What follows belongs to an exercise in optimizing a design on an open flow for a short achievable clock period and few clock cycles per item; a production flow would make more cautious choices.
In this exercise RTL edits were held to simulation tests only and were not proved equivalent to the original.

==> flow/design.v <==
package yuv_rgb_pkg;
	localparam int PAIRS_PER_ROW = 160;
	localparam int OUT_DEPTH = 20;
	localparam int OUT_PTR_W = $clog2(OUT_DEPTH);
	localparam int OUT_CNT_W = $clog2(OUT_DEPTH + 1);
	localparam int COEF_Y = 76284;
	localparam int COEF_RV = 104595;
	localparam int COEF_GU = -25624;
	localparam int COEF_GV = -53281;
	localparam int COEF_BU = 132251;
	localparam int K_R = -76284 * 16 - 104595 * 128;
	localparam int K_G = -76284 * 16 + 25624 * 128 + 53281 * 128;
	localparam int K_B = -76284 * 16 - 132251 * 128;
endpackage
module input_fifo (
	input  logic        Clock,
	input  logic        resetn,
	input  logic        in_valid,
	input  logic [15:0] in_word,
	output logic        in_credit,
	input  logic        slot_free,    
	output logic        r_valid,
	output logic [15:0] r_word
);
	localparam int DEPTH = yuv_rgb_pkg::OUT_DEPTH;
	localparam int CW = yuv_rgb_pkg::OUT_CNT_W;
	logic        g_chroma;   
	logic [7:0]  g_pair;     
	logic [CW-1:0] space;    
	logic [3:0]  need;
	logic        grant;
	always_comb begin
		need = 4'd0;
		if (g_chroma) begin
			if (g_pair == 8'(yuv_rgb_pkg::PAIRS_PER_ROW - 1))
				need = 4'd8;
			else if (g_pair >= 8'd3)
				need = 4'd2;
		end
	end
	assign grant = (space >= CW'(need));
	always_ff @(posedge Clock or negedge resetn) begin
		if (!resetn) begin
			r_valid <= 1'b0;
			in_credit <= 1'b0;
			g_chroma <= 1'b0;
			g_pair <= '0;
			space <= CW'(DEPTH);
		end else begin
			r_valid <= in_valid;
			in_credit <= grant;
			if (grant) begin
				g_chroma <= ~g_chroma;
				if (g_chroma)
					g_pair <= (g_pair == 8'(yuv_rgb_pkg::PAIRS_PER_ROW - 1)) ? 8'd0 : g_pair + 8'd1;
			end
			space <= space - (grant ? CW'(need) : CW'(0)) + CW'(slot_free);
		end
	end
	always_ff @(posedge Clock)
		r_word <= in_word;
endmodule
module conv_ctrl (
	input  logic        Clock,
	input  logic        resetn,
	input  logic        c_valid,
	input  logic [23:0] c_pixel,
	input  logic        out_credit,
	output logic        out_valid,
	output logic [23:0] out_pixel,
	output logic        slot_free
);
	localparam int DEPTH = yuv_rgb_pkg::OUT_DEPTH;
	localparam int PW = yuv_rgb_pkg::OUT_PTR_W;
	localparam int CW = yuv_rgb_pkg::OUT_CNT_W;
	logic [23:0] mem [0:DEPTH-1];
	logic [PW-1:0] wr_ptr, rd_ptr;
	logic [CW-1:0] count;
	logic          credit_r;   
	logic [3:0]    credits;    
	logic          send;
	assign send = (count != '0) && (credits != 4'd0 || credit_r);
	assign slot_free = send;
	always_ff @(posedge Clock) begin
		if (c_valid)
			mem[wr_ptr] <= c_pixel;
		out_pixel <= mem[rd_ptr];  
	end
	always_ff @(posedge Clock or negedge resetn) begin
		if (!resetn) begin
			wr_ptr <= '0;
			rd_ptr <= '0;
			count <= '0;
			credit_r <= 1'b0;
			credits <= '0;
			out_valid <= 1'b0;
		end else begin
			credit_r <= out_credit;
			credits <= credits + 4'(credit_r) - 4'(send);
			out_valid <= send;
			if (c_valid)
				wr_ptr <= (wr_ptr == PW'(DEPTH - 1)) ? '0 : wr_ptr + 1'b1;
			if (send)
				rd_ptr <= (rd_ptr == PW'(DEPTH - 1)) ? '0 : rd_ptr + 1'b1;
			count <= count + CW'(c_valid) - CW'(send);
		end
	end
endmodule
module pair_window (
	input  logic        Clock,
	input  logic        resetn,
	input  logic        r_valid,
	input  logic [15:0] r_word,
	output logic        x_valid,
	output logic [47:0] x_u,      
	output logic [47:0] x_v,
	output logic [15:0] x_y
);
	logic        chroma;         
	logic [7:0]  pair;
	logic [47:0] win_u, win_v;
	logic [63:0] y_hist;         
	logic [47:0] nwin_u, nwin_v;
	logic [47:0] tail_u, tail_v;
	logic [47:0] tail_y;         
	logic [1:0]  tail_left;
	logic        tail_ph;
	logic        tail_issue;
	logic        c_word, row_first, row_last;
	assign c_word = r_valid & chroma;
	assign row_first = (pair == 8'd0);
	assign row_last = (pair == 8'(yuv_rgb_pkg::PAIRS_PER_ROW - 1));
	assign nwin_u = row_first ? {6{r_word[15:8]}} : {win_u[39:0], r_word[15:8]};
	assign nwin_v = row_first ? {6{r_word[7:0]}} : {win_v[39:0], r_word[7:0]};
	assign tail_issue = (tail_left != 2'd0) & tail_ph;
	always_ff @(posedge Clock or negedge resetn) begin
		if (!resetn) begin
			chroma <= 1'b0;
			pair <= '0;
			tail_left <= 2'd0;
			tail_ph <= 1'b0;
			x_valid <= 1'b0;
		end else begin
			if (r_valid) begin
				chroma <= ~chroma;
				if (chroma)
					pair <= row_last ? 8'd0 : pair + 8'd1;
			end
			if (c_word && row_last) begin
				tail_left <= 2'd3;
				tail_ph <= 1'b0;
			end else if (tail_left != 2'd0) begin
				tail_ph <= ~tail_ph;
				if (tail_ph)
					tail_left <= tail_left - 2'd1;
			end
			x_valid <= (c_word && pair >= 8'd3) || tail_issue;
		end
	end
	always_ff @(posedge Clock) begin
		if (r_valid && !chroma)
			y_hist <= {y_hist[47:0], r_word};
		if (c_word) begin
			win_u <= nwin_u;
			win_v <= nwin_v;
		end
		if (c_word && row_last) begin
			tail_u <= nwin_u;
			tail_v <= nwin_v;
			tail_y <= y_hist[47:0];
		end else if (tail_issue) begin
			tail_u <= {tail_u[39:0], tail_u[7:0]};
			tail_v <= {tail_v[39:0], tail_v[7:0]};
			tail_y <= {tail_y[31:0], 16'h0};
		end
		if (tail_issue) begin
			x_u <= {tail_u[39:0], tail_u[7:0]};
			x_v <= {tail_v[39:0], tail_v[7:0]};
			x_y <= tail_y[47:32];
		end else begin
			x_u <= nwin_u;
			x_v <= nwin_v;
			x_y <= y_hist[63:48];
		end
	end
endmodule
module chroma_fir (
	input  logic        Clock,
	input  logic        resetn,
	input  logic        x_valid,
	input  logic [47:0] x_u,
	input  logic [47:0] x_v,
	input  logic [15:0] x_y,
	output logic        p_valid,
	output logic [7:0]  p_y,
	output logic [7:0]  p_u,
	output logic [7:0]  p_v
);
	logic f1_valid, f2_valid, f3_valid, f4_valid;
	logic [7:0] f1_ye, f1_yo, f1_ue, f1_ve;
	logic [7:0] f2_ye, f2_yo, f2_ue, f2_ve;
	logic [7:0] f3_ye, f3_yo, f3_ue, f3_ve;
	logic [7:0] f4_yo;
	logic [8:0]  f1_s1u, f1_s2u, f1_s3u, f1_s1v, f1_s2v, f1_s3v;
	logic [8:0]  f2_s3u, f2_s3v;
	logic [11:0] f2_pu, f2_pv;    
	logic [12:0] f2_qu, f2_qv;    
	logic [13:0] f2_ru, f2_rv;    
	logic signed [18:0] f3_xu, f3_xv, f3_yu, f3_yv;
	logic signed [18:0] f4_au, f4_av;
	function automatic logic [7:0] clip(input logic signed [18:0] acc);
		if (acc[18])
			clip = 8'h00;
		else if (|acc[17:16])
			clip = 8'hff;
		else
			clip = acc[15:8];
	endfunction
	always_ff @(posedge Clock or negedge resetn) begin
		if (!resetn) begin
			f1_valid <= 1'b0;
			f2_valid <= 1'b0;
			f3_valid <= 1'b0;
			f4_valid <= 1'b0;
			p_valid <= 1'b0;
		end else begin
			f1_valid <= x_valid;
			f2_valid <= f1_valid;
			f3_valid <= f2_valid;
			f4_valid <= f3_valid;
			p_valid <= f3_valid | f4_valid;  
		end
	end
	always_ff @(posedge Clock) begin
		f1_s1u <= 9'(x_u[47:40]) + 9'(x_u[7:0]);
		f1_s2u <= 9'(x_u[39:32]) + 9'(x_u[15:8]);
		f1_s3u <= 9'(x_u[31:24]) + 9'(x_u[23:16]);
		f1_s1v <= 9'(x_v[47:40]) + 9'(x_v[7:0]);
		f1_s2v <= 9'(x_v[39:32]) + 9'(x_v[15:8]);
		f1_s3v <= 9'(x_v[31:24]) + 9'(x_v[23:16]);
		f1_ye <= x_y[15:8];
		f1_yo <= x_y[7:0];
		f1_ue <= x_u[31:24];
		f1_ve <= x_v[31:24];
		f2_pu <= {f1_s3u, 2'b00} + 12'(f1_s3u);
		f2_pv <= {f1_s3v, 2'b00} + 12'(f1_s3v);
		f2_qu <= {f1_s2u, 3'b000} + {f1_s2u, 2'b00} + 13'(f1_s2u);
		f2_qv <= {f1_s2v, 3'b000} + {f1_s2v, 2'b00} + 13'(f1_s2v);
		f2_ru <= {f1_s1u, 4'b0000} + {f1_s1u, 2'b00} + 14'(f1_s1u);
		f2_rv <= {f1_s1v, 4'b0000} + {f1_s1v, 2'b00} + 14'(f1_s1v);
		f2_s3u <= f1_s3u;
		f2_s3v <= f1_s3v;
		f2_ye <= f1_ye;
		f2_yo <= f1_yo;
		f2_ue <= f1_ue;
		f2_ve <= f1_ve;
		f3_xu <= 19'({f2_pu, 5'b00000}) - 19'(f2_s3u) + 19'sd128;
		f3_xv <= 19'({f2_pv, 5'b00000}) - 19'(f2_s3v) + 19'sd128;
		f3_yu <= 19'(f2_ru) - 19'({f2_qu, 2'b00});
		f3_yv <= 19'(f2_rv) - 19'({f2_qv, 2'b00});
		f3_ye <= f2_ye;
		f3_yo <= f2_yo;
		f3_ue <= f2_ue;
		f3_ve <= f2_ve;
		f4_au <= f3_xu + f3_yu;
		f4_av <= f3_xv + f3_yv;
		f4_yo <= f3_yo;
		if (f3_valid) begin
			p_y <= f3_ye;
			p_u <= f3_ue;
			p_v <= f3_ve;
		end else begin
			p_y <= f4_yo;
			p_u <= clip(f4_au);
			p_v <= clip(f4_av);
		end
	end
endmodule
module color_matrix (
	input  logic        Clock,
	input  logic        resetn,
	input  logic        p_valid,
	input  logic [7:0]  p_y,
	input  logic [7:0]  p_u,
	input  logic [7:0]  p_v,
	output logic        c_valid,
	output logic [23:0] c_pixel
);
	logic c1_valid, c2_valid;
	logic signed [26:0] c1_py, c1_pr, c1_pgu, c1_pgv, c1_pb;
	logic signed [26:0] c2_r, c2_g, c2_b;
	function automatic logic signed [26:0] prod(input int coef, input int k, input logic [7:0] x);
		logic signed [26:0] hi, lo;
		hi = '0;
		lo = '0;
		for (int n = 0; n < 16; n++) begin
			if (x[7:4] == 4'(n))
				hi = 27'(coef * n * 16 + k);
			if (x[3:0] == 4'(n))
				lo = 27'(coef * n);
		end
		prod = hi + lo;
	endfunction
	function automatic logic [7:0] clip(input logic signed [26:0] s);
		if (s[26])
			clip = 8'h00;
		else if (|s[25:24])
			clip = 8'hff;
		else
			clip = s[23:16];
	endfunction
	always_ff @(posedge Clock or negedge resetn) begin
		if (!resetn) begin
			c1_valid <= 1'b0;
			c2_valid <= 1'b0;
			c_valid <= 1'b0;
		end else begin
			c1_valid <= p_valid;
			c2_valid <= c1_valid;
			c_valid <= c2_valid;
		end
	end
	always_ff @(posedge Clock) begin
		c1_py <= prod(yuv_rgb_pkg::COEF_Y, 0, p_y);
		c1_pr <= prod(yuv_rgb_pkg::COEF_RV, yuv_rgb_pkg::K_R, p_v);
		c1_pgu <= prod(yuv_rgb_pkg::COEF_GU, yuv_rgb_pkg::K_G, p_u);
		c1_pgv <= prod(yuv_rgb_pkg::COEF_GV, 0, p_v);
		c1_pb <= prod(yuv_rgb_pkg::COEF_BU, yuv_rgb_pkg::K_B, p_u);
		c2_r <= c1_py + c1_pr;
		c2_g <= c1_py + c1_pgu + c1_pgv;
		c2_b <= c1_py + c1_pb;
		c_pixel <= {clip(c2_r), clip(c2_g), clip(c2_b)};
	end
endmodule
module yuv_rgb_top (
	input  logic        Clock,
	input  logic        resetn,
	input  logic        in_valid,
	input  logic [15:0] in_word,
	output logic        in_credit,
	output logic        out_valid,
	output logic [23:0] out_pixel,
	input  logic        out_credit
);
	logic        r_valid;
	logic [15:0] r_word;
	logic        x_valid;
	logic [47:0] x_u, x_v;
	logic [15:0] x_y;
	logic        p_valid;
	logic [7:0]  p_y, p_u, p_v;
	logic        c_valid;
	logic [23:0] c_pixel;
	logic        slot_free;
	input_fifo u_input_fifo (
		.Clock     (Clock),
		.resetn    (resetn),
		.in_valid  (in_valid),
		.in_word   (in_word),
		.in_credit (in_credit),
		.slot_free (slot_free),
		.r_valid   (r_valid),
		.r_word    (r_word)
	);
	pair_window u_pair_window (
		.Clock   (Clock),
		.resetn  (resetn),
		.r_valid (r_valid),
		.r_word  (r_word),
		.x_valid (x_valid),
		.x_u     (x_u),
		.x_v     (x_v),
		.x_y     (x_y)
	);
	chroma_fir u_chroma_fir (
		.Clock   (Clock),
		.resetn  (resetn),
		.x_valid (x_valid),
		.x_u     (x_u),
		.x_v     (x_v),
		.x_y     (x_y),
		.p_valid (p_valid),
		.p_y     (p_y),
		.p_u     (p_u),
		.p_v     (p_v)
	);
	color_matrix u_color_matrix (
		.Clock   (Clock),
		.resetn  (resetn),
		.p_valid (p_valid),
		.p_y     (p_y),
		.p_u     (p_u),
		.p_v     (p_v),
		.c_valid (c_valid),
		.c_pixel (c_pixel)
	);
	conv_ctrl u_conv_ctrl (
		.Clock      (Clock),
		.resetn     (resetn),
		.c_valid    (c_valid),
		.c_pixel    (c_pixel),
		.out_credit (out_credit),
		.out_valid  (out_valid),
		.out_pixel  (out_pixel),
		.slot_free  (slot_free)
	);
endmodule
==> flow/flow/run.sh <==
#!/bin/bash
set -euo pipefail
bash standard.sh SETUP_SLACK_MARGIN=9 \
  "CTS_ARGS=-sink_clustering_enable -repair_clock_nets -sink_clustering_size 30 -sink_clustering_max_diameter 80 -apply_ndr full" \
  finish > flow_make.log 2>&1
==> flow/standard.sh <==
#!/bin/bash
# synth_recipe.tcl (not shown) runs the flow's synth.tcl, then flattens the netlist and writes it again
# the make line also repeats each setting of config.mk as NAME=value (left out here)
make -C /OpenROAD-flow-scripts/flow DESIGN_CONFIG=/design/flow/config.mk WORK_HOME=/design/flow/orfs CLKGATE_MAP_FILE= SYNTH_SCRIPT=/design/flow/synth_recipe.tcl "${@:-finish}"
==> flow/config.mk <==
export PLATFORM = sky130hd
export DESIGN_NAME = yuv_rgb_top
export DESIGN_NICKNAME = yuv_rgb_top
export VERILOG_FILES = /design/flow/design.v
export SDC_FILE = /design/flow/constraint.sdc
export NUM_CORES = 4
export LEC_CHECK = 0
export CAP_MARGIN = 20
export CORE_MARGIN = 2
export CORE_UTILIZATION = 40
export SLEW_MARGIN = 20
==> flow/constraint.sdc <==
create_clock -name core_clock -period 12.0 [get_ports {Clock}]
set_input_delay 2.4000 -clock core_clock [delete_from_list [all_inputs] [get_ports {Clock}]]
set_output_delay 2.4000 -clock core_clock [all_outputs]
set_load 0.01 [all_outputs]
==> results of run 1 <==
cell families (layout without fill, tap and decap cells):
kind of cell | after synthesis | after routing
fa+ha+maj | 431 | 431
mux | 225 | 225
simple gates | 1144 | 1147
other cells | 2 | 5
compound gates | 948 | 948
buf+inv | 497 | 742
xor+xnor | 316 | 316
flops | 1508 | 1508
repair_timing:
item,in CTS,in global routing
setup endpoints to repair,371,229
gates cloned,4,0
gates resized for setup,307,203
setup buffers,114,79
pin swaps,63,125
area by class of cell:
cell class,count,area share
Tap cell,2072,0.0357
Sequential cell,1508,0.525
Clock buffer,90,0.0301
Multi-Input combinational cell,3071,0.345
Clock inverter,67,0.0142
Timing Repair Buffer,277,0.0335
Inverter,308,0.0165
Antenna cell,1,0.0000344
metal layers:
| layer | wire [µm] | up-vias |
|---|---|---|
| met5 | 0 | - |
| met4 | 3470 | 0 |
| met3 | 4750 | 181 |
| met2 | 65900 | 693 |
| met1 | 58900 | 18400 |
| li1 | - | 18400 |
final timing paths:
check                                                 startpoint                                end  slack, ps
min in group asynchronous                                 resetn  u_pair_window.tail_ph$_DFFE_PN0P_       1580
worst max register to register       u_chroma_fir.p_u[3]$_DFF_P_  u_color_matrix.c1_pgu[24]$_DFF_P_       8830
max in group asynchronous                                 resetn  u_conv_ctrl.rd_ptr[1]$_DFFE_PN0P_       9450
worst min-delay path               u_chroma_fir.f3_yo[6]$_DFF_P_      u_chroma_fir.f4_yo[6]$_DFF_P_        330
worst max-delay path            u_conv_ctrl.out_pixel[1]$_DFF_P_                       out_pixel[1]       8380
worst min register to register     u_chroma_fir.f3_yo[6]$_DFF_P_      u_chroma_fir.f4_yo[6]$_DFF_P_        330
per-stage QoR:
stage,util,hold slack [ps]
floorplan,-,310
global placement,0.421,310
detailed placement,0.421,312
CTS,0.450,332
global route,0.460,331
finish,0.460,330
registers in the layout (all words and copies together) (netlist names), 19 cells and up:
signal	flops
u_color_matrix.c1_pgu	24
u_pair_window.y_hist	64
u_color_matrix.c_pixel	24
u_color_matrix.c1_pb	25
u_pair_window.x_u	48
u_conv_ctrl.mem	480
u_color_matrix.c1_py	24
u_pair_window.x_v	48
u_pair_window.tail_y	48
u_pair_window.win_v	40
u_pair_window.tail_u	40
u_color_matrix.c1_pr	25
u_color_matrix.c1_pgv	25
u_pair_window.tail_v	40
u_chroma_fir.f3_xv	19
u_chroma_fir.f3_xu	19
u_pair_window.win_u	40
u_conv_ctrl.out_pixel	24
cell usage in the layout (no fill, tap or decap), types with 27 or more instances in the layout:
| cell type | netlist | routed |
|---|---|---|
| o21ai_0 | 243 | 204 |
| nand2_1 | 371 | 361 |
| mux4_2 | 144 | 144 |
| xor2_1 | 79 | 77 |
| a21o_1 | 64 | 64 |
| buf_4 | 0 | 194 |
| fa_1 | 66 | 62 |
| mux2_2 | 68 | 68 |
| dfxtp_4 | 0 | 29 |
| a21oi_1 | 386 | 355 |
| nand2b_1 | 53 | 49 |
| buf_6 | 0 | 44 |
| o21bai_1 | 43 | 42 |
| dfxtp_1 | 698 | 644 |
| and3_1 | 36 | 36 |
| o21a_1 | 30 | 30 |
| and2_1 | 46 | 42 |
| a21oi_2 | 0 | 27 |
| clkbuf_16 | 0 | 86 |
| ha_1 | 362 | 339 |
| inv_1 | 304 | 294 |
| nor2_2 | 1 | 29 |
| nor2b_1 | 48 | 41 |
| nand3_1 | 39 | 36 |
| xnor2_1 | 236 | 228 |
| nor3_1 | 79 | 68 |
| dfrtp_1 | 56 | 52 |
| edfxtp_1 | 752 | 752 |
| nor2_1 | 377 | 342 |
==> reports/metrics.yaml, run 1 <==
synthesis:
  syn_inst: 5071
  ys_ff_latch: 1508
  synth_mux_area_frac: 0.0651
  synth_top_family_by_area: "adder cells"
  yosysMostFrequentCell: "edfxtp_1"
  syn_area_per_cell_um2: 12.6
  synthSimpleGateAreaFrac: 0.0820
  synth_area_mm2: 0.0637
  synth_common_cells: "edfxtp_1, dfxtp_1, a21oi_1"
  yosys_most_used_dff: "edfxtp_1"
  synth_top_area_frac: 0.355
  synth-xor-area-share: 0.0436
  ys_types: 93
  synth_compound_area_frac: 0.0903
  yosysWarnings: 5
  synthAdderAreaFrac: 0.0924
  ys_seq_area_frac: 0.597
  synth_area_leaders: "edfxtp_1, dfxtp_1, ha_1"
  postSynth.asyncResetShare: 0.0385
  synth_edf_count: 752
  synth_top_area_cell: "edfxtp_1"
final_layout:
  drive_above_1_share: 0.179
  nFillCells: 14100
  area.growth.synth_to_final_pct: 14.2
  design_area_mm2: 0.0727
  final_cells: 7394
  layout.nets: 5698
  seqCellArea_mm2: 0.0382
  multi_input_area_mm2: 0.0251
worst_setup_path:
  startpoint_type: "flip-flop"
  crit_slowest_cell: "dfxtp_4"
  crit_buf_inv: 1
  max_stage_delay_ps: 370
  path_depth: 1
  crit_type: "flip-flop to output pin"
  cp.required_ps: 9600
  path_delay_family: "flip-flops"
  reg2reg_depth: 15
  critPathArrivalTime_ps: 1220
  crit_chain: "buf_6"
  end_kind: "output pin"
  crit_path_max_fanout: 1
timing:
  max_slew_margin: 0.319
  fin_skew_ps: 27.8
  timing.fmax_ghz: 0.276
  fin_crit_ps: 3620
  fin_ws_ps: 8380
  drv_slew: 0
  final.period_utilization: 0.301
  rsz0062_at_grt: "true"
  fin_setup_tns_ps: 0
  setup_viol: 0
  hold_violations: 0
  tightest_slew_ps: 1020
cts:
  postCtsHoldBufs: 0
  clk_latency_ps: 740
  cts_tree: "done"
  htreeDepth: 3
  cts-buffers-inserted: 84
  clkSlewWorstSetupHoldPaths_ps: 100
  cts_sinks: 1508
  max-clock-path-buffers: 3
  cts-root-buf: "clkbuf_16"
die:
  die-height_um: 403
  start_util: 0.402
  dieArea_mm2: 0.162
  core_area_mm2: 0.158
  rows: 146
  num_io_pins: 46
  die_w_um: 403
global_routing:
  grt.total_usage: 0.160
  grt_pass1_vias: 36700
  grt-busiest-layer: "met2"
  grt_overflow: 0
  grt_start_max_net_pins: 94
  grt_antenna_before_repair: 6
  globalRouteMet3Util: 0.0198
  grt_use_met2: 0.277
  grt_pass1_wl_mm: 205
  use_met1: 0.211
place:
  place_area_mm2: 0.0666
  routabilityCongestion: 0.809
  dp_hpwl_mm: 82.7
  placed_cells: 7039
  dp_slack_ps: 7820
  port_buffers: 45
worst_hold_path:
  hold_class: "flip-flop to flip-flop"
  min_path_cells: 0
drt:
  drc: 0
  ant_nets: 0
  drt_first_pass_iters: 5
  drt-total-wl_mm: 133
  drt-vias-per-instance: 5.10
  vias: 37700
  routedWlPerCell_um: 18.0
  drtIter0Drc: 2589
status:
  outcome: "complete, no violations"
job:
  maxCapViolCount: 0
Testbench counts, summed over its fixed seeds: cycles 20,624, items 20,480.
==> inputs of run 2 (changes only) <==
--- a/flow/design.v
+++ b/flow/design.v
@@ -2,3 +2,3 @@
 	localparam int PAIRS_PER_ROW = 160;
-	localparam int OUT_DEPTH = 20;
+	localparam int OUT_DEPTH = 19;
 	localparam int OUT_PTR_W = $clog2(OUT_DEPTH);
@@ -113,3 +113,3 @@
 	input  logic [15:0] r_word,
-	output logic        x_valid,
+	output logic        x_valid,  
 	output logic [47:0] x_u,      
@@ -141,3 +141,2 @@
 			tail_ph <= 1'b0;
-			x_valid <= 1'b0;
 		end else begin
@@ -156,3 +155,2 @@
 			end
-			x_valid <= (c_word && pair >= 8'd3) || tail_issue;
 		end
@@ -175,12 +173,7 @@
 		end
-		if (tail_issue) begin
-			x_u <= {tail_u[39:0], tail_u[7:0]};
-			x_v <= {tail_v[39:0], tail_v[7:0]};
-			x_y <= tail_y[47:32];
-		end else begin
-			x_u <= nwin_u;
-			x_v <= nwin_v;
-			x_y <= y_hist[63:48];
-		end
 	end
+	assign x_valid = (c_word && pair >= 8'd3) || tail_issue;
+	assign x_u = tail_issue ? {tail_u[39:0], tail_u[7:0]} : nwin_u;
+	assign x_v = tail_issue ? {tail_v[39:0], tail_v[7:0]} : nwin_v;
+	assign x_y = tail_issue ? tail_y[47:32] : y_hist[63:48];
 endmodule
==> flow/flow/run.sh (replaced) <==
#!/bin/bash
set -euo pipefail
bash standard.sh SETUP_SLACK_MARGIN=9 finish > flow_make.log 2>&1
--- a/flow/config.mk
+++ b/flow/config.mk
@@ -10,2 +10,4 @@
 export CORE_UTILIZATION = 40
+export CTS_CLUSTER_DIAMETER = 80
+export CTS_CLUSTER_SIZE = 30
 export SLEW_MARGIN = 20
==> run 2 against run 1 <==
  * First-iteration DRC count grew 6.7%
  * Worst setup slack lost 36 ps
  * Final cell count shrank 1.2%
  * Fmax shrank 1.0%
  * Highest routed layer unchanged
  * Worst hold slack lost 3.2 ps
  * Design area shrank 1.9%
  * Non-clock buffer count grew 116
  * Still clean on timing, DRC and antenna
  * Sequential share of layout area shrank 3.2 points
  * Clock skew grew 5.8 ps
==> reports/metrics.yaml, run 2 <==
status:
  outcome: "complete, no violations"
cts:
  max-clock-path-buffers: 3  # unchanged
  cts-buffers-inserted: 76  # -9.5%
  cts_tree: "done"
  clkSlewWorstSetupHoldPaths_ps: 100  # about the same
  htreeDepth: 3  # unchanged
  clk_latency_ps: 720  # -20 ps
  postCtsHoldBufs: 0  # unchanged
  cts_sinks: 1371  # -9.1%
  cts-root-buf: "clkbuf_16"
final_layout:
  final_cell_mix: "edfxtp_1, dfxtp_1, nand2_1"
  nFillCells: 13100  # -7.1%
  largest-register: "u_conv_ctrl.mem"
  largest_register_ffs: 456  # -5.0%
  layout.nets: 5675  # -0.40%
  layout.cells.most_common: "edfxtp_1"
  area.growth.synth_to_final_pct: 18.2
  antenna_cells: 0  # -1
  drive_above_1_share: 0.222  # +0.0429
  reg_top3: "u_conv_ctrl.mem (456), u_pair_window.y_hist (64), u_pair_window.tail_y (48)"
global_routing:
  grt.total_usage: 0.169  # +0.00847
  grt_antenna_before_repair: 0  # -6
  grt_overflow: 0  # unchanged
  grt_pass1_vias: 36100  # -1.6%
  grt_start_max_net_pins: 85  # -9.6%
  grt_pass1_wl_mm: 204  # -0.56%
worst_setup_path:
  crit_buf_inv: 1  # unchanged
  crit_chain: "buf_2"
  cp.required_ps: 9600  # about the same
  worstSetupEndpoint: "out_valid"
  end_kind: "output pin"
  critPathArrivalTime_ps: 1250  # +30 ps
  startpoint_type: "flip-flop"
  cp-startpoint: "u_conv_ctrl.out_valid$_DFF_PN0_"
  path_delay_family: "flip-flops"
  crit_path_max_fanout: 1  # unchanged
  rr_endpoint: "u_color_matrix.c1_pr[22]$_DFF_P_"
  r2r_slack_ps: 8660  # -170 ps
  max_stage_delay_ps: 410  # +40 ps
  crit_type: "flip-flop to output pin"
  reg2reg_depth: 17  # +2
  path_depth: 1  # unchanged
  crit_slowest_cell: "dfrtp_1"
  r2r_start: "u_chroma_fir.p_v[3]$_DFF_P_"
die:
  core_area_mm2: 0.150  # -5.3%
  num_io_pins: 46  # unchanged
  dieArea_mm2: 0.154  # -5.1%
  rows: 142  # -2.7%
  die-height_um: 392  # -2.6%
  start_util: 0.403  # +0.000573
  die_w_um: 392  # -2.6%
drt:
  drtIter0Drc: 2763  # +6.7%
  drt_first_pass_iters: 9  # +4
  vias: 37400  # -0.88%
  ant_nets: 0  # unchanged
  drc: 0  # unchanged
  routedWlPerCell_um: 18.3  # +1.5%
  drt-total-wl_mm: 133  # +0.27%
  drt-vias-per-instance: 5.12  # +0.35%
timing:
  max_slew_margin: 0.390  # +0.0709
  tightest_slew_ps: 907  # -113 ps
  setup_viol: 0  # unchanged
  fin_setup_tns_ps: 0  # unchanged
  fin_ws_ps: 8350  # -36.4 ps
  fin_skew_ps: 33.6  # +5.77 ps
  fin_crit_ps: 3650  # +36.4 ps
  final.period_utilization: 0.305  # +0.00303
  timing.fmax_ghz: 0.274  # -1.0%
  drv_slew: 0  # unchanged
  rsz0062_at_grt: "true"
  hold_violations: 0  # unchanged
synthesis:
  yosysWarnings: 5  # unchanged
  synth_top_area_cell: "edfxtp_1"
  synth_edf_count: 728  # -3.2%
  ys_ff_latch: 1371  # -9.1%
  ys_seq_area_frac: 0.580  # -0.0168
  ys_types: 93  # unchanged
  yosys_most_used_dff: "edfxtp_1"
  syn_inst: 4935  # -2.7%
  synth_top_area_frac: 0.362  # +0.00747
  synth_area_leaders: "edfxtp_1, dfxtp_1, ha_1"
  synth_area_mm2: 0.0604  # -5.2%
  yosysMostFrequentCell: "edfxtp_1"
  postSynth.asyncResetShare: 0.0416  # +0.00311
  synth_common_cells: "edfxtp_1, dfxtp_1, nand2_1"
  syn_area_per_cell_um2: 12.2  # -2.6%
place:
  routabilityCongestion: 0.843  # +4.2%
  port_buffers: 45  # unchanged
  dp_slack_ps: 7350  # -471 ps
  dp_hpwl_mm: 79.7  # -3.6%
job:
  maxCapViolCount: 0  # unchanged
worst_hold_path:
  hold_class: "flip-flop to flip-flop"
-- run 2: changes by cell type after synthesis, moves of 12 or more --
cell,delta
mux2i_1,+19
mux4_2,-24
nor2_1,+12
edfxtp_1,-24
or3_1,-12
a21o_1,+21
a211oi_1,+12
nand2_1,+31
a21oi_1,-38
nand2b_1,-13
nor3_1,-21
dfxtp_1,-112
-- run 2: timing repair --
action,CTS,global route
pin swaps,95,241
gates resized for setup,397,343
hold endpoints to repair,0,0
gates cloned,15,4
buffers inserted,143,154
setup endpoints to repair,449,301
-- run 2: per-layer routing --
layer  up-vias  GRT usage  wire length (µm)
met1     18400      0.224             58700
li1      18100          -                 -
met2       697      0.290             66300
met3       179     0.0229              5380
met4         0     0.0420              3010
met5         -          0                 0
-- run 2: through the flow --
stage | cells | hold WS (ps) | util | cell area, µm²
after floorplan | 4937 | 310 | - | 60800
after CTS | 7146 | 329 | 0.457 | 68500
final | 7304 | 327 | 0.476 | 71300
after global placement | 6847 | 311 | 0.422 | 63300
after global routing | 7304 | 330 | 0.476 | 71300
after detailed placement | 6847 | 312 | 0.422 | 63300
-- run 2: worst min-delay path by stage --
stage | startpoint | end | slack (ps) | cells after the start
after floorplan | u_chroma_fir.f1_ue[0]$_DFF_P_ | u_chroma_fir.f2_ue[0]$_DFF_P_ | 310 | 0
after global placement | u_chroma_fir.f1_ye[1]$_DFF_P_ | u_chroma_fir.f2_ye[1]$_DFF_P_ | 310 | 0
after detailed placement | u_chroma_fir.f1_yo[1]$_DFF_P_ | u_chroma_fir.f2_yo[1]$_DFF_P_ | 310 | 0
after CTS | u_chroma_fir.f2_ye[5]$_DFF_P_ | u_chroma_fir.f3_ye[5]$_DFF_P_ | 330 | 0
after global routing | u_chroma_fir.f2_yo[4]$_DFF_P_ | u_chroma_fir.f3_yo[4]$_DFF_P_ | 330 | 0
final | u_chroma_fir.f2_ye[5]$_DFF_P_ | u_chroma_fir.f3_ye[5]$_DFF_P_ | 330 | 0
-- run 2: layout make-up --
| type | count | area, µm² | share of cell area |
|---|---|---|---|
| Tap cell | 2016 | 2520 | 0.0354 |
| Inverter | 297 | 1130 | 0.0159 |
| Clock buffer | 86 | 2050 | 0.0287 |
| Multi-Input combinational cell | 3086 | 25900 | 0.363 |
| Sequential cell | 1371 | 35200 | 0.493 |
| Clock inverter | 55 | 827 | 0.0116 |
| Timing Repair Buffer | 393 | 3740 | 0.0525 |
-- run 2: cell families after synthesis --
kind of cell	share of synthesized area
compound gates	0.0959
xor+xnor	0.0457
fa+ha+maj	0.0978
buf+inv	0.0305
flops	0.580
mux	0.0628
other cells	0.000124
simple gates	0.0870
Testbench counts of run 2, summed over its fixed seeds: cycles 20,616, items 20,480.
==> inputs of run 3 (changes only) <==
--- a/flow/design.v
+++ b/flow/design.v
@@ -31,2 +31,3 @@
 	logic        grant;
+	logic        started;    
 	always_comb begin
@@ -40,3 +41,3 @@
 	end
-	assign grant = (space >= CW'(need));
+	assign grant = started & (space >= CW'(need));
 	always_ff @(posedge Clock or negedge resetn) begin
@@ -44,3 +45,3 @@
 			r_valid <= 1'b0;
-			in_credit <= 1'b0;
+			started <= 1'b0;
 			g_chroma <= 1'b0;
@@ -50,3 +51,3 @@
 			r_valid <= in_valid;
-			in_credit <= grant;
+			started <= 1'b1;
 			if (grant) begin
@@ -59,4 +60,6 @@
 	end
-	always_ff @(posedge Clock)
+	always_ff @(posedge Clock) begin
 		r_word <= in_word;
+		in_credit <= grant;
+	end
 endmodule
==> run 3 against run 2 <==
  * Fmax decreased by 0.47%
  * Worst setup slack got worse by 17 ps
  * Global-route usage up 0.090 points
  * Largest cell class unchanged
  * Via count increased by 1.9%
==> reports/metrics.yaml, run 3 <==
die:
  dieArea_mm2: 0.156  # +1.0%
  num_io_pins: 46  # unchanged
  rows: 143  # +0.70%
  start_util: 0.402  # -0.00105
  core_area_mm2: 0.152  # +1.3%
  die_w_um: 394  # +0.51%
  die-height_um: 394  # +0.51%
synthesis:
  synth_top_area_cell: "edfxtp_1"
  synth_mux_area_frac: 0.0628  # about the same
  synth-xor-area-share: 0.0441  # -0.00162
  yosys_most_used_dff: "edfxtp_1"
  synth_top_area_frac: 0.358  # -0.00372
  synth_area_mm2: 0.0610  # +1.0%
  yosysWarnings: 5  # unchanged
  synth_common_cells: "edfxtp_1, dfxtp_1, nand2_1"
  synth_edf_count: 728  # unchanged
  synth_top_family_by_area: "compound AO/OA/AOI/OAI gates"
  synthAdderAreaFrac: 0.0970  # -0.000841
  ys_seq_area_frac: 0.575  # -0.00563
  syn_inst: 5037  # +2.1%
  yosysMostFrequentCell: "edfxtp_1"
  postSynth.asyncResetShare: 0.0415  # about the same
  syn_area_per_cell_um2: 12.1  # -1.0%
  synth_area_leaders: "edfxtp_1, dfxtp_1, ha_1"
  ys_ff_latch: 1372  # +0.073%
  synthSimpleGateAreaFrac: 0.0922  # +0.00520
  synth_compound_area_frac: 0.0991  # +0.00328
  ys_types: 89  # -4.3%
cts:
  cts_tree: "done"
  postCtsHoldBufs: 0  # unchanged
  clkSlewWorstSetupHoldPaths_ps: 100  # about the same
  max-clock-path-buffers: 3  # unchanged
  cts_sinks: 1372  # +0.073%
  clk_latency_ps: 730  # about the same
  htreeDepth: 3  # unchanged
  cts-buffers-inserted: 78  # +2.6%
  cts-root-buf: "clkbuf_16"
global_routing:
  grt_pass1_wl_mm: 208  # +2.1%
  grt_overflow: 0  # unchanged
  grt.total_usage: 0.169  # +0.000898
  grt_pass1_vias: 36900  # +2.3%
  grt_antenna_before_repair: 3  # +3
  grt_start_max_net_pins: 100  # +18%
final_layout:
  design_area_mm2: 0.0713  # about the same
  reg_top3: "u_conv_ctrl.mem (456), u_pair_window.y_hist (64), u_pair_window.tail_y (48)"
  layout.nets: 5723  # +0.85%
  antenna_cells: 0  # unchanged
  area.growth.synth_to_final_pct: 16.9
  largest-register: "u_conv_ctrl.mem"
  largest_register_ffs: 456  # unchanged
  drive_above_1_share: 0.207  # -0.0150
  postLayoutCoreUtil: 0.470  # -0.00624
  final_cell_mix: "edfxtp_1, dfxtp_1, nand2_1"
  final_cells: 7368  # +0.88%
  layout.cells.most_common: "edfxtp_1"
drt:
  ant_nets: 0  # unchanged
  drt-total-wl_mm: 137  # +2.5%
  drt_first_pass_iters: 5  # -4
  drtIter0Drc: 2475  # -10%
  drt-vias-per-instance: 5.17  # +1.1%
  routedWlPerCell_um: 18.6  # +1.6%
  vias: 38100  # +1.9%
  drc: 0  # unchanged
worst_setup_path:
  end_kind: "output pin"
  crit_chain: "buf_2"
  startpoint_type: "flip-flop"
  cp.required_ps: 9600  # about the same
  max_stage_delay_ps: 420  # about the same
  critPathArrivalTime_ps: 1270  # +20 ps
  crit_buf_inv: 1  # unchanged
  crit_type: "flip-flop to output pin"
  crit_path_max_fanout: 1  # unchanged
  crit_slowest_cell: "dfrtp_1"
  path_delay_family: "flip-flops"
place:
  placed_cells: 6959  # +1.6%
  routabilityCongestion: 0.848  # +0.62%
  dp_hpwl_mm: 82.7  # +3.8%
  port_buffers: 45  # unchanged
  place_area_mm2: 0.0639  # +0.96%
timing:
  max_slew_margin: 0.339  # -0.0517
  timing.fmax_ghz: 0.272  # -0.47%
  drv_slew: 0  # unchanged
  tightest_slew_ps: 992  # +84.5 ps
  rsz0062_at_grt: "true"
  fin_crit_ps: 3670  # +17.4 ps
  fin_setup_tns_ps: 0  # unchanged
  hold_violations: 0  # unchanged
  final.period_utilization: 0.306  # +0.00145
  fin_skew_ps: 61.9  # +28.3 ps
  setup_viol: 0  # unchanged
job:
  maxCapViolCount: 0  # unchanged
worst_hold_path:
  hold_class: "flip-flop to flip-flop"
status:
  outcome: "complete, no violations"
==> run 3: cell count changes after synthesis, sizes merged, moves of 7 or more <==
cell	change
nor3	+14
nand2	-11
nand2b	+11
or3	+15
nand4	+10
xor2	-11
a21o	-11
a21oi	+31
nand3	+18
inv	-7
==> run 3: cell families (layout without fill, tap and decap cells) <==
group           Yosys count  count (layout)
mux                     224             224
flops                  1372            1372
simple gates           1219            1226
compound gates          994             994
other cells               2               5
fa+ha+maj               434             434
xor+xnor                307             307
buf+inv                 485             776
==> run 3: what timing repair did <==
| action | CTS | global route |
|---|---|---|
| endpoints found under the setup margin | 501 | 202 |
| setup buffers | 136 | 108 |
| gates cloned | 16 | 4 |
| gates resized for setup | 423 | 268 |
| pin swaps | 100 | 200 |
==> run 3: worst paths after layout <==
| kind | startpoint | endpoint | slack [ps] | cells past startpoint |
|---|---|---|---|---|
| max | u_conv_ctrl.out_valid$_DFF_PN0_ | out_valid | 8330 | 1 |
| min | u_chroma_fir.f2_ve[7]$_DFF_P_ | u_chroma_fir.f3_ve[7]$_DFF_P_ | 320 | 0 |
| max reg2reg | u_chroma_fir.p_y[3]$_DFF_P_ | u_color_matrix.c1_py[23]$_DFF_P_ | 8720 | 14 |
| min reg2reg | u_chroma_fir.f2_ve[7]$_DFF_P_ | u_chroma_fir.f3_ve[7]$_DFF_P_ | 320 | 0 |
| max in group asynchronous | resetn | u_conv_ctrl.rd_ptr[1]$_DFFE_PN0P_ | 9530 | 1 |
| min in group asynchronous | resetn | u_input_fifo.r_valid$_DFF_PN0_ | 1700 | 1 |
==> run 3: routing by layer <==
| metal | vias to the layer above | track usage | wire length, µm |
|---|---|---|---|
| li1 | 18500 | - | - |
| met1 | 18600 | 0.221 | 58900 |
| met2 | 810 | 0.293 | 68300 |
| met3 | 190 | 0.0254 | 5920 |
| met4 | 0 | 0.0461 | 3500 |
| met5 | - | 0 | 0 |
==> run 3: metrics by stage <==
stage / hold WS [ps] / worst slack, ps
2_1_floorplan: 310 / 8190
3_3_place_gp: 311 / 7460
3_5_place_dp: 312 / 7380
4_1_cts: 328 / 8240
5_1_grt: 325 / 8240
6_report: 324 / 8330
==> run 3: final cells by class <==
type                       count  area, µm²
clock inverter                56        865
fill                       13500      80400
clock buffer                  89       2050
sequential                  1372      35200
timing repair buffer         341       3340
tap                         2030       2540
multi-input combinational   3190      26200
inverter                     290       1130
==> run 3: worst reg2reg max path, delay by kind of cell, from the launching register on <==
family                   cells  cell delay (ps)
AND/OR/NAND/NOR              4              950
multiplexers                 1              140
buffers and inverters        1              120
adder cells (fa/ha/maj)      1              390
AO/OA/AOI/OAI                7             1160
flip-flops                   1              370
Testbench counts of run 3, summed over its fixed seeds: cycles 20,616, items 20,480.
==> inputs of run 4 (changes only) <==
==> flow/flow/run.sh (replaced) <==
#!/bin/bash
set -euo pipefail
bash standard.sh SETUP_SLACK_MARGIN=8.6 finish > flow_make.log 2>&1
==> run 4 against run 3 <==
  * Still clean on timing, DRC and antenna
  * Via count is 3.7% lower
  * Worst setup slack better by 29 ps
  * Core utilization shrank 2.5 points
  * Non-clock buffer count shrank 213
  * Fmax is 0.80% higher
  * Clock-buffer cell count down 4
  * Critical path depth did not move
  * Clock skew shrank 29 ps
  * Synthesized cell count stayed put
  * Sequential cell count unchanged
==> reports/metrics.yaml, run 4 <==
worst_hold_path:
  hold_start: "u_chroma_fir.f3_yo[3]$_DFF_P_"
  hold_class: "flip-flop to flip-flop"
  hold_end: "u_chroma_fir.f4_yo[3]$_DFF_P_"
  min_path_cells: 0  # unchanged
synthesis:
  yosysWarnings: 5  # unchanged
  ys_seq_area_frac: 0.575  # unchanged
  postSynth.asyncResetShare: 0.0415  # unchanged
  syn_inst: 5037  # unchanged
  synth_top_area_frac: 0.358  # unchanged
  yosysMostFrequentCell: "edfxtp_1"
  syn_area_per_cell_um2: 12.1  # unchanged
  yosys_most_used_dff: "edfxtp_1"
  ys_types: 89  # unchanged
  synth_area_mm2: 0.0610  # unchanged
  synth_common_cells: "edfxtp_1, dfxtp_1, nand2_1"
  ys_ff_latch: 1372  # unchanged
  synth_area_leaders: "edfxtp_1, dfxtp_1, ha_1"
  synth_edf_count: 728  # unchanged
  synth_top_area_cell: "edfxtp_1"
worst_setup_path:
  crit_slowest_cell: "dfrtp_1"
  critPathArrivalTime_ps: 1240  # -30 ps
  r2r_slack_ps: 8690  # -30 ps
  startpoint_type: "flip-flop"
  path_delay_family: "flip-flops"
  crit_type: "flip-flop to output pin"
  crit_chain: "buf_6"
  cp.required_ps: 9600  # about the same
  cp-startpoint: "u_conv_ctrl.out_valid$_DFF_PN0_"
  end_kind: "output pin"
  rr_endpoint: "u_chroma_fir.f1_s2u[8]$_DFF_P_"
  max_stage_delay_ps: 410  # about the same
  reg2reg_depth: 17  # +3
  r2r_start: "u_pair_window.pair[5]$_DFFE_PN0P_"
  crit_path_max_fanout: 1  # unchanged
  crit_buf_inv: 1  # unchanged
timing:
  setup_viol: 0  # unchanged
  timing.fmax_ghz: 0.275  # +0.80%
  hold_violations: 0  # unchanged
  fin_crit_ps: 3640  # -29.0 ps
  max_slew_margin: 0.263  # -0.0754
  tightest_slew_ps: 1100  # +110 ps
  drv_slew: 0  # unchanged
  final.period_utilization: 0.304  # -0.00242
  fin_skew_ps: 33.1  # -28.8 ps
  fin_setup_tns_ps: 0  # unchanged
  rsz0062_at_grt: "true"
place:
  port_buffers: 45  # unchanged
  routabilityCongestion: 0.836  # -1.4%
  dp_hpwl_mm: 82.8  # +0.11%
global_routing:
  grt_antenna_before_repair: 0  # -3
  grt_start_max_net_pins: 81  # -19%
  grt_pass1_vias: 35300  # -4.4%
  grt.total_usage: 0.160  # -0.00950
  grt_pass1_wl_mm: 199  # -4.7%
  grt_overflow: 0  # unchanged
die:
  die-height_um: 394  # unchanged
  die_w_um: 394  # unchanged
  num_io_pins: 46  # unchanged
  start_util: 0.402  # unchanged
  rows: 143  # unchanged
  core_area_mm2: 0.152  # unchanged
  dieArea_mm2: 0.156  # unchanged
cts:
  cts_tree: "done"
  clk_latency_ps: 710  # -20 ps
  htreeDepth: 3  # unchanged
  cts_sinks: 1372  # unchanged
  cts-buffers-inserted: 73  # -6.4%
  max-clock-path-buffers: 3  # unchanged
  postCtsHoldBufs: 0  # unchanged
  cts-root-buf: "clkbuf_16"
  clkSlewWorstSetupHoldPaths_ps: 110  # about the same
job:
  maxCapViolCount: 0  # unchanged
final_layout:
  area.growth.synth_to_final_pct: 10.7
  reg_top3: "u_conv_ctrl.mem (456), u_pair_window.y_hist (64), u_pair_window.tail_y (48)"
  largest-register: "u_conv_ctrl.mem"
  final_cell_mix: "edfxtp_1, dfxtp_1, nand2_1"
  largest_register_ffs: 456  # unchanged
  layout.cells.most_common: "edfxtp_1"
  layout.nets: 5502  # -3.9%
  drive_above_1_share: 0.124  # -0.0830
drt:
  vias: 36700  # -3.7%
  drc: 0  # unchanged
  ant_nets: 0  # unchanged
  drt-total-wl_mm: 128  # -6.7%
  drtIter0Drc: 2493  # +0.73%
  drt_first_pass_iters: 5  # unchanged
  drt-vias-per-instance: 5.14  # -0.63%
  routedWlPerCell_um: 17.9  # -3.7%
status:
  outcome: "complete, no violations"
run 4: area by class of cell:
class                   count  area, µm²
well taps                2030       2540
multi-input cells        3187      24800
inverters                 290       1110
diodes                      1       2.50
repair buffers            128       1230
fillers                 13800      84200
clock inverters            48        749
clock buffers              85       1930
flip-flops and latches   1372      35100
run 4: repair_timing:
action                     CTS  global route
setup buffers               13            29
cloned                       3             4
setup endpoints to repair  330           242
pin swaps                    6            18
gates resized for setup    211           123
run 4: cell families (layout without fill, tap and decap cells):
group | count (synthesis) | in the layout | share of synthesized area
other | 2 | 6 | 0.000123
buffers and inverters | 485 | 551 | 0.0302
AND/OR/NAND/NOR | 1219 | 1223 | 0.0922
adder cells (fa/ha/maj) | 434 | 434 | 0.0970
multiplexers | 224 | 224 | 0.0628
AO/OA/AOI/OAI | 994 | 994 | 0.0991
XOR/XNOR | 307 | 307 | 0.0441
flip-flops | 1372 | 1372 | 0.575
run 4: metrics by stage:
step	worst slack (ps)	hold WS [ps]	utilization	instances	instance area, µm²
after floorplan	8190	310	-	5040	61100
after global placement	7560	310	0.420	6957	63700
after detailed placement	7420	312	0.420	6957	63700
after CTS	8290	333	0.440	7106	66700
after global routing	8300	337	0.445	7140	67500
final	8360	332	0.445	7141	67500
run 4: per-layer routing:
metal	vias to the layer above	part of all wire	GRT usage
li1	18000	-	-
met1	17900	0.45	0.215
met2	607	0.49	0.275
met3	130	0.036	0.0216
met4	0	0.019	0.0340
met5	-	0	0
run 4: worst max path at each step:
stage / end / depth (start not counted)
after floorplan: u_conv_ctrl.mem[7][0]$_DFFE_PP_ / 3
after global placement: u_chroma_fir.f1_s2u[8]$_DFF_P_ / 17
after detailed placement: u_chroma_fir.f1_s2u[8]$_DFF_P_ / 17
after CTS: out_valid / 1
after global routing: out_valid / 1
final: out_valid / 1
==> inputs of run 5 (changes only) <==
==> flow/flow/run.sh (replaced) <==
#!/bin/bash
set -euo pipefail
bash standard.sh SETUP_SLACK_MARGIN=8.4 finish > flow_make.log 2>&1
==> run 5 against run 4 <==
  * Register-to-register slack worse by 130 ps
  * Global-route usage up 0.067 points
  * Fmax increased by 0.27%
  * Synthesized cell count is the same
  * Critical path depth is the same
  * Clock-buffer cell count increased by 5
  * Sequential cell count is the same
  * Synthesized area is the same
  * Via count fell by 0.40%
  * Non-clock buffer count fell by 23
  * Largest cell class unchanged
==> reports/metrics.yaml, run 5 <==
status:
  outcome: "complete, no violations"
final_layout:
  final_cells: 7127  # -0.20%
  postLayoutCoreUtil: 0.443  # -0.00201
  largest-register: "u_conv_ctrl.mem"
  reg_top3: "u_conv_ctrl.mem (456), u_pair_window.y_hist (64), u_pair_window.tail_y (48)"
  layout.cells.most_common: "edfxtp_1"
  area.growth.synth_to_final_pct: 10.2
  final_cell_mix: "edfxtp_1, dfxtp_1, nand2_1"
  largest_register_ffs: 456  # unchanged
  nFillCells: 13900  # +0.79%
  drive_above_1_share: 0.110  # -0.0132
  layout.nets: 5482  # -0.36%
drt:
  drc: 0  # unchanged
  ant_nets: 0  # unchanged
  routedWlPerCell_um: 17.8  # -0.31%
  drtIter0Drc: 2347  # -5.9%
  drt-vias-per-instance: 5.13  # -0.20%
  drt-total-wl_mm: 127  # -0.51%
  vias: 36500  # -0.40%
  drt_first_pass_iters: 6  # +1
place:
  placed_cells: 6960  # +0.043%
  dp_hpwl_mm: 82.2  # -0.73%
  port_buffers: 45  # unchanged
  routabilityCongestion: 0.853  # +2.1%
worst_setup_path:
  crit_chain: "buf_6"
  crit_slowest_cell: "dfrtp_1"
  crit_type: "flip-flop to output pin"
  end_kind: "output pin"
  critPathArrivalTime_ps: 1230  # about the same
  crit_path_max_fanout: 1  # unchanged
  cp.required_ps: 9600  # about the same
  crit_buf_inv: 1  # unchanged
  startpoint_type: "flip-flop"
  path_delay_family: "flip-flops"
  max_stage_delay_ps: 410  # about the same
global_routing:
  grt_pass1_wl_mm: 198  # -0.22%
  grt_antenna_before_repair: 3  # +3
  grt_pass1_vias: 35300  # +0.21%
  grt_start_max_net_pins: 113  # +40%
  grt_overflow: 0  # unchanged
  grt.total_usage: 0.161  # +0.000671
synthesis:
  yosysMostFrequentCell: "edfxtp_1"
  ys_seq_area_frac: 0.575  # unchanged
  yosys_most_used_dff: "edfxtp_1"
  synth_area_mm2: 0.0610  # unchanged
  synth_edf_count: 728  # unchanged
  syn_inst: 5037  # unchanged
  ys_ff_latch: 1372  # unchanged
  synth_common_cells: "edfxtp_1, dfxtp_1, nand2_1"
  synth_top_area_frac: 0.358  # unchanged
  yosysWarnings: 5  # unchanged
  postSynth.asyncResetShare: 0.0415  # unchanged
  synth_area_leaders: "edfxtp_1, dfxtp_1, ha_1"
  synth_top_area_cell: "edfxtp_1"
  ys_types: 89  # unchanged
  syn_area_per_cell_um2: 12.1  # unchanged
timing:
  setup_viol: 0  # unchanged
  tightest_slew_ps: 1030  # -72.8 ps
  hold_violations: 0  # unchanged
  fin_crit_ps: 3630  # -9.74 ps
  drv_slew: 0  # unchanged
  timing.hold.ws_ps: 293  # -38.9 ps
  max_slew_margin: 0.314  # +0.0503
  rsz0062_at_grt: "true"
  fin_setup_tns_ps: 0  # unchanged
  timing.fmax_ghz: 0.275  # +0.27%
  fin_skew_ps: 45.6  # +12.5 ps
  final.period_utilization: 0.303  # -0.000812
cts:
  max-clock-path-buffers: 3  # unchanged
  cts_tree: "done"
  cts-root-buf: "clkbuf_16"
  cts_sinks: 1372  # unchanged
  htreeDepth: 3  # unchanged
  cts-buffers-inserted: 78  # +6.8%
  clk_latency_ps: 730  # +20 ps
  clkSlewWorstSetupHoldPaths_ps: 100  # about the same
die:
  die_w_um: 394  # unchanged
  num_io_pins: 46  # unchanged
  core_area_mm2: 0.152  # unchanged
  start_util: 0.402  # unchanged
  rows: 143  # unchanged
  dieArea_mm2: 0.156  # unchanged
  die-height_um: 394  # unchanged
worst_hold_path:
  hold_class: "flip-flop to flip-flop"
job:
  maxCapViolCount: 0  # unchanged
-- run 5: cell count changes in the layout (fill, tap and decap cells not counted), moves of 6 or more --
| cell | before | now |
|---|---|---|
| dfxtp_4 | 18 | 12 |
| a21oi_1 | 338 | 358 |
| clkbuf_16 | 78 | 84 |
| clkinvlp_4 | 9 | 2 |
| a21oi_2 | 38 | 22 |
| inv_6 | 4 | 10 |
| buf_4 | 65 | 48 |
| inv_16 | 3 | 11 |
-- run 5: metrics by stage --
step / cell area, µm² / setup WS [ps]
finish: 67200 / 8370
global route: 67200 / 8280
CTS: 66800 / 8270
detailed placement: 63700 / 7660
global placement: 63700 / 7750
floorplan: 61000 / 8190
-- run 5: cell families after synthesis --
kind of cell | synth area share
AOI/OAI and AO/OA | 0.0991
xor gates and xnor gates | 0.0441
adders and majority gates | 0.0970
buffers and inverters | 0.0302
DFF | 0.575
muxes | 0.0628
other | 0.000123
and+or+nand+nor | 0.0922
-- run 5: final cells by class --
type                            count  area [µm²]  share of cell area
Inverter                          290        1090              0.0163
Clock inverter                     54         898              0.0134
Sequential cell                  1372       35100               0.522
Timing Repair Buffer              105        1030              0.0153
Clock buffer                       90        2090              0.0311
Tap cell                         2030        2540              0.0378
Antenna cell                        1        2.50           0.0000372
Multi-Input combinational cell   3185       24400               0.364
-- run 5: worst paths after layout --
kind	start	end	slack, ps	cells after the start
worst max-delay path	u_conv_ctrl.out_valid$_DFF_PN0_	out_valid	8370	1
worst min-delay path	u_chroma_fir.f3_yo[7]$_DFF_P_	u_chroma_fir.f4_yo[7]$_DFF_P_	290	0
worst max register to register	u_chroma_fir.p_v[6]$_DFF_P_	u_color_matrix.c1_pr[22]$_DFF_P_	8560	11
worst min register to register	u_chroma_fir.f3_yo[7]$_DFF_P_	u_chroma_fir.f4_yo[7]$_DFF_P_	290	0
max in group asynchronous	resetn	u_conv_ctrl.rd_ptr[0]$_DFFE_PN0P_	9580	1
min in group asynchronous	resetn	u_conv_ctrl.credit_r$_DFF_PN0_	1780	1
-- run 5: routing by layer --
metal / vias to the layer above / global-route usage / share of wire
met4: 0 / 0.0398 / 0.024
met1: 17700 / 0.216 / 0.45
li1: 18000 / - / -
met3: 172 / 0.0227 / 0.039
met2: 700 / 0.273 / 0.48
met5: - / 0 / 0
-- run 5: timing repair --
item / in CTS / in global routing
gates resized for setup: 176 / 65
pin swaps: 0 / 4
endpoints found under the hold margin: 0 / 0
hold buffers: 0 / 0
gates cloned: 2 / 3
setup buffers: 6 / 11
setup endpoints to repair: 98 / 75

static timing again, ports no longer ideal:
Ports are ideal in the flow. The routed layouts listed here were re-timed in OpenROAD. Step 1: set_driving_cell puts a clkbuf_16 on Clock and a buf_2 on each other input, an assumption about the parent block. Step 2, shift: input delay + t, output delay - t, t = (earliest + latest rising clock arrival at the registers) / 2. This alone moves slack from input paths to output paths. Three values: no drivers, after step 1, after step 2; two values: the first two.
run | t (ns) | setup slack, ns | worst hold slack (ns) | worst setup path after step 2 | cell pins on the clock port's net
run 1 | 0.796 | 8.382 / 8.306 / 8.703 | 0.330 / 0.330 / 0.330 | input, reset recovery | 1
run 2 | 0.772 | 8.346 / 8.275 / 8.621 | 0.327 / 0.327 / 0.327 | input, reset recovery | 1
run 3 | 0.776 | 8.329 / 8.255 / 8.722 | 0.324 / 0.324 / 0.324 | register to register | 1
run 4 | 0.765 | 8.358 / 8.288 / 8.692 | 0.332 / 0.332 / 0.332 | register to register | 1
run 5 | 0.774 | 8.367 / 8.295 / 8.561 | 0.293 / 0.293 / 0.293 | register to register | 1
After both steps every run listed still meets setup and hold. The worst setup slack also covers recovery checks on asynchronous resets.
